Source: an optimization exercise on an open RTL-to-GDS flow (aim: small area). Production flows keep margins and buffers that such runs may drop.
Only simulation tests tie the RTL to the original design; equivalence was not proved.
Power figures rest on the tool's default switching activity, not on a simulated workload.

## v51
==> flow/design.v (excerpt) <==
module binary_column_entropy_sum_core
#(
    parameter int MAX_ROWS    = 64,
    parameter int MAX_COLUMNS = 4096,
    parameter int FRAC_BITS   = 16
) (
    input  logic              i_clk,
    input  logic              i_rst_n,
    input  logic              i_cfg_we,
    input  logic [6:0]        i_cfg_wdata,
    input  logic              s_axis_tvalid,
    output logic              s_axis_tready,
    input  logic [63:0]       s_axis_tdata,
    input  logic              s_axis_tlast,
    output logic              m_axis_tvalid,
    input  logic              m_axis_tready,
    output logic [31:0]       m_axis_tdata,
    output logic              m_axis_tuser
);
    localparam logic [2:0] S_IDLE = 3'd0, S_COUNT = 3'd1, S_MAC = 3'd2, S_DIV = 3'd3,
                           S_ADD = 3'd4, S_FIX = 3'd5, S_OUT = 3'd6, S_CLR = 3'd7;
    logic [2:0]  r_st;
    logic [6:0]  r_rows;
    logic [63:0] r_sh;       
    logic [6:0]  r_m, r_k;
    logic [5:0]  r_cnt;
    logic [1:0]  r_ph;
    logic [8:0]  r_a;        
    logic [28:0] r_tot;
    logic        r_cy, r_nz, r_ovf, r_last;
    logic        idle;
    logic [6:0]  m_eff;
    logic [6:0]  x;
    logic        lbit;
    logic        bb;
    logic [8:0]  a_sum;
    logic        loop_wr, loop_bit;
    logic [6:0]  rem_t;
    logic [7:0]  rem_d;
    logic        q_bit;
    logic        add_b, add_s, add_c;
    logic        tot_en, tot_in;
    assign idle          = (r_st == S_IDLE);
    assign s_axis_tready = idle;
    assign m_axis_tvalid = (r_st == S_OUT);
    assign m_axis_tdata  = {3'b000, r_tot};
    assign m_axis_tuser  = r_ovf;
    assign m_eff = (r_rows == 7'd0) ? 7'd1 : (r_rows > 7'd64) ? 7'd64 : r_rows;
    assign x = (r_ph == 2'd0) ? r_m : (r_ph == 2'd1) ? r_k : (r_m - r_k);
    bce_engine u_log (
        .i_x   (x),
        .i_t   (r_cnt[4:0]),
        .o_bit (lbit)
    );
    assign bb    = lbit ^ (r_ph != 2'd0);
    assign a_sum = r_a + (bb ? {2'b00, x} : 9'd0);
    assign rem_t = {r_a[5:0], r_sh[0]};
    assign rem_d = {1'b0, rem_t} - {1'b0, r_m};
    assign q_bit = !rem_d[7];
    always_comb begin
  ...
==> flow/config.mk <==
export PLATFORM = sky130hd
export DESIGN_NAME = binary_column_entropy_sum_core
export DESIGN_NICKNAME = binary_column_entropy_sum_core
export VERILOG_FILES = /design/flow/design.v
export SDC_FILE = /design/flow/constraint.sdc
export NUM_CORES = 4
export LEC_CHECK = 0
export ABC_AREA = 1
export CAP_MARGIN = 20
export CORE_MARGIN = 2
export CORE_UTILIZATION = 45
export CTS_BUF_LIST = sky130_fd_sc_hd__clkbuf_8
export PLACE_DENSITY = 0.6
export SLEW_MARGIN = 20
==> flow/constraint.sdc <==
create_clock -name core_clock -period 11.0 [get_ports {i_clk}]
set_input_delay 2.2000 -clock core_clock [delete_from_list [all_inputs] [get_ports {i_clk}]]
set_output_delay 2.2000 -clock core_clock [all_outputs]
set_load 0.01 [all_outputs]
standard.sh (not shown) runs the stock make flow with config.mk's settings and CLKGATE_MAP_FILE= SYNTH_SCRIPT=/design/flow/synth_recipe.tcl, a recipe that flattens the netlist after the stock synthesis.
==> flow/flow/run.sh <==
#!/bin/bash
# Own layout flow: the standard layout (standard.sh: the standard synthesis, floorplan,
# power grid, placement, CTS, routing) with two changes:
#  - the port buffers that global placement inserts are buf_1 instead of the cell that
#    buffer_ports picks by default (each port still gets its own buffer);
#  - clock tree synthesis uses clkbuf_8 and inserts no dummy loads.
# The make output goes to standard_flow.log; each ORFS step logs under orfs/logs/.
set -euo pipefail
export BUFFER_PORTS_ARGS="-buffer_cell sky130_fd_sc_hd__buf_1"
export CTS_ARGS="-sink_clustering_enable -repair_clock_nets -buf_list sky130_fd_sc_hd__clkbuf_8 -dont_use_dummy_load -sink_clustering_size 30"
bash standard.sh > standard_flow.log 2>&1
The inputs of v12 differ from those of v51 as listed below.
diff --git a/flow/flow/run.sh b/flow/flow/run.sh
--- a/flow/flow/run.sh
+++ b/flow/flow/run.sh
@@ -10 +10 @@
-export CTS_ARGS="-sink_clustering_enable -repair_clock_nets -buf_list sky130_fd_sc_hd__clkbuf_8 -dont_use_dummy_load -sink_clustering_size 30"
+export CTS_ARGS="-sink_clustering_enable -repair_clock_nets -buf_list sky130_fd_sc_hd__clkbuf_8 -dont_use_dummy_load${CTS_EXTRA:+ $CTS_EXTRA}"
--- outcome ---
- Detailed route wirelength on metal3 came out exactly the same in v12 and v51.
- Diff v12..v51 | highest achievable clock rate | unchanged
- Re final standard cell utilization of the core: no difference whatsoever between v51 and v12.
- Clock insertion delay at the later pin of the skew report: v51 vs v12, no meaningful difference
- Diff v51..v12 | register-to-register slack | negligible
- ~same part of the power in the clock network in v12 and v51
- v12: all stages complete, timing, DRC and antenna checks passed
Here is what was changed in the inputs of v17 compared with v12.
diff --git a/flow/flow/run.sh b/flow/flow/run.sh
--- a/flow/flow/run.sh
+++ b/flow/flow/run.sh
@@ -10 +10 @@
-export CTS_ARGS="-sink_clustering_enable -repair_clock_nets -buf_list sky130_fd_sc_hd__clkbuf_8 -dont_use_dummy_load${CTS_EXTRA:+ $CTS_EXTRA}"
+export CTS_ARGS="-sink_clustering_enable -repair_clock_nets -buf_list sky130_fd_sc_hd__clkbuf_8 -dont_use_dummy_load -sink_clustering_size 30 -sink_clustering_max_diameter 200 -sink_clustering_levels 1"
--- outcome ---
- [compare] base=v12 new=v17: shortest period the worst path allows shows no meaningful change, area after synthesis closely matched the old numbers, pin count of the biggest net entering global routing flat, worst hold-check slack barely changed, fraction of power consumed by combinational cells comparable.
- Comparing v12 against v17, there is no change at all in H-tree depth.
- As far as non-filler instance count after layout goes, v12 and v17 are indistinguishable; the numbers are identical.
- Compared with v12, in v17 global-route wire length before repair has remained practically unchanged, die area saw little to no change.
- Total vias in the final route came out exactly the same in v12 and v17.
The following lists how v37 was set up differently from v17:
diff --git a/flow/flow/run.sh b/flow/flow/run.sh
--- a/flow/flow/run.sh
+++ b/flow/flow/run.sh
@@ -10 +10 @@
-export CTS_ARGS="-sink_clustering_enable -repair_clock_nets -buf_list sky130_fd_sc_hd__clkbuf_8 -dont_use_dummy_load -sink_clustering_size 30 -sink_clustering_max_diameter 200 -sink_clustering_levels 1"
+export CTS_ARGS="-sink_clustering_enable -repair_clock_nets -buf_list sky130_fd_sc_hd__clkbuf_8 -dont_use_dummy_load"
--- outcome ---
v37 went all the way through synthesis, placement and routing and the layout is clean on timing, DRC and antenna.
v17 → v37: die area roughly the same, number of clock buffers inserted by TritonCTS roughly the same, first-iteration DRC count roughly the same, worst hold margin roughly the same.
Reported for v17 and v37, share of the synthesized netlist area taken by xor and xnor gates turned out identical to the last digit.
As far as leakage power total goes, v17 and v37 are indistinguishable; the numbers are identical.
From v17 to v37, count of flip-flops and latches did not move at all.
--- input diff v37..v40 ---
diff --git a/flow/flow/run.sh b/flow/flow/run.sh
--- a/flow/flow/run.sh
+++ b/flow/flow/run.sh
@@ -10 +10 @@
-export CTS_ARGS="-sink_clustering_enable -repair_clock_nets -buf_list sky130_fd_sc_hd__clkbuf_8 -dont_use_dummy_load"
+export CTS_ARGS="-sink_clustering_enable -repair_clock_nets -buf_list sky130_fd_sc_hd__clkbuf_16 -dont_use_dummy_load -sink_clustering_size 40 -sink_clustering_max_diameter 300"
Findings:
Setup slack of the critical path after layout (higher): v37
| share of final layout cell area taken by non-clock buffers | v37 vs v40 | ≈ equal |
Compared with v37, v40 shows a via count that is 24 lower.
Diff v37 -> v40: maximum frequency barely changed; clock network power share climbed 7.6 points.
v40 and v37 all finish clean.
Relative to v37, the total power of the final layout of v40 is higher by 11%.

[re-timing with driven ports]
In the flow no input, the clock included, has a driving cell. The finished layouts below were timed again as built, in two steps. Step 1, drivers: a clkbuf_16 drives i_clk and a buf_2 each remaining input, both assumed. Step 2, shift: input delay + t, output delay - t, t = (earliest + latest rising clock arrival at the registers) / 2. This alone moves slack from input paths to output paths. a / b / c = ideal / step 1 / step 2; a / b = the first two.
| run | t, ns | setup slack, ns | worst setup path after step 2 |
|---|---|---|---|
| v51 | 0.452 | 4.829 / 4.829 / 4.829 | register to register |
| v12 | 0.452 | 4.829 / 4.829 / 4.829 | register to register |
| v17 | 0.452 | 4.829 / 4.829 / 4.829 | register to register |
| v37 | 0.452 | 4.829 / 4.829 / 4.829 | register to register |
| v40 | 0.448 | 4.821 / 4.821 / 4.821 | register to register |
After both steps setup and hold are still met in every run listed.
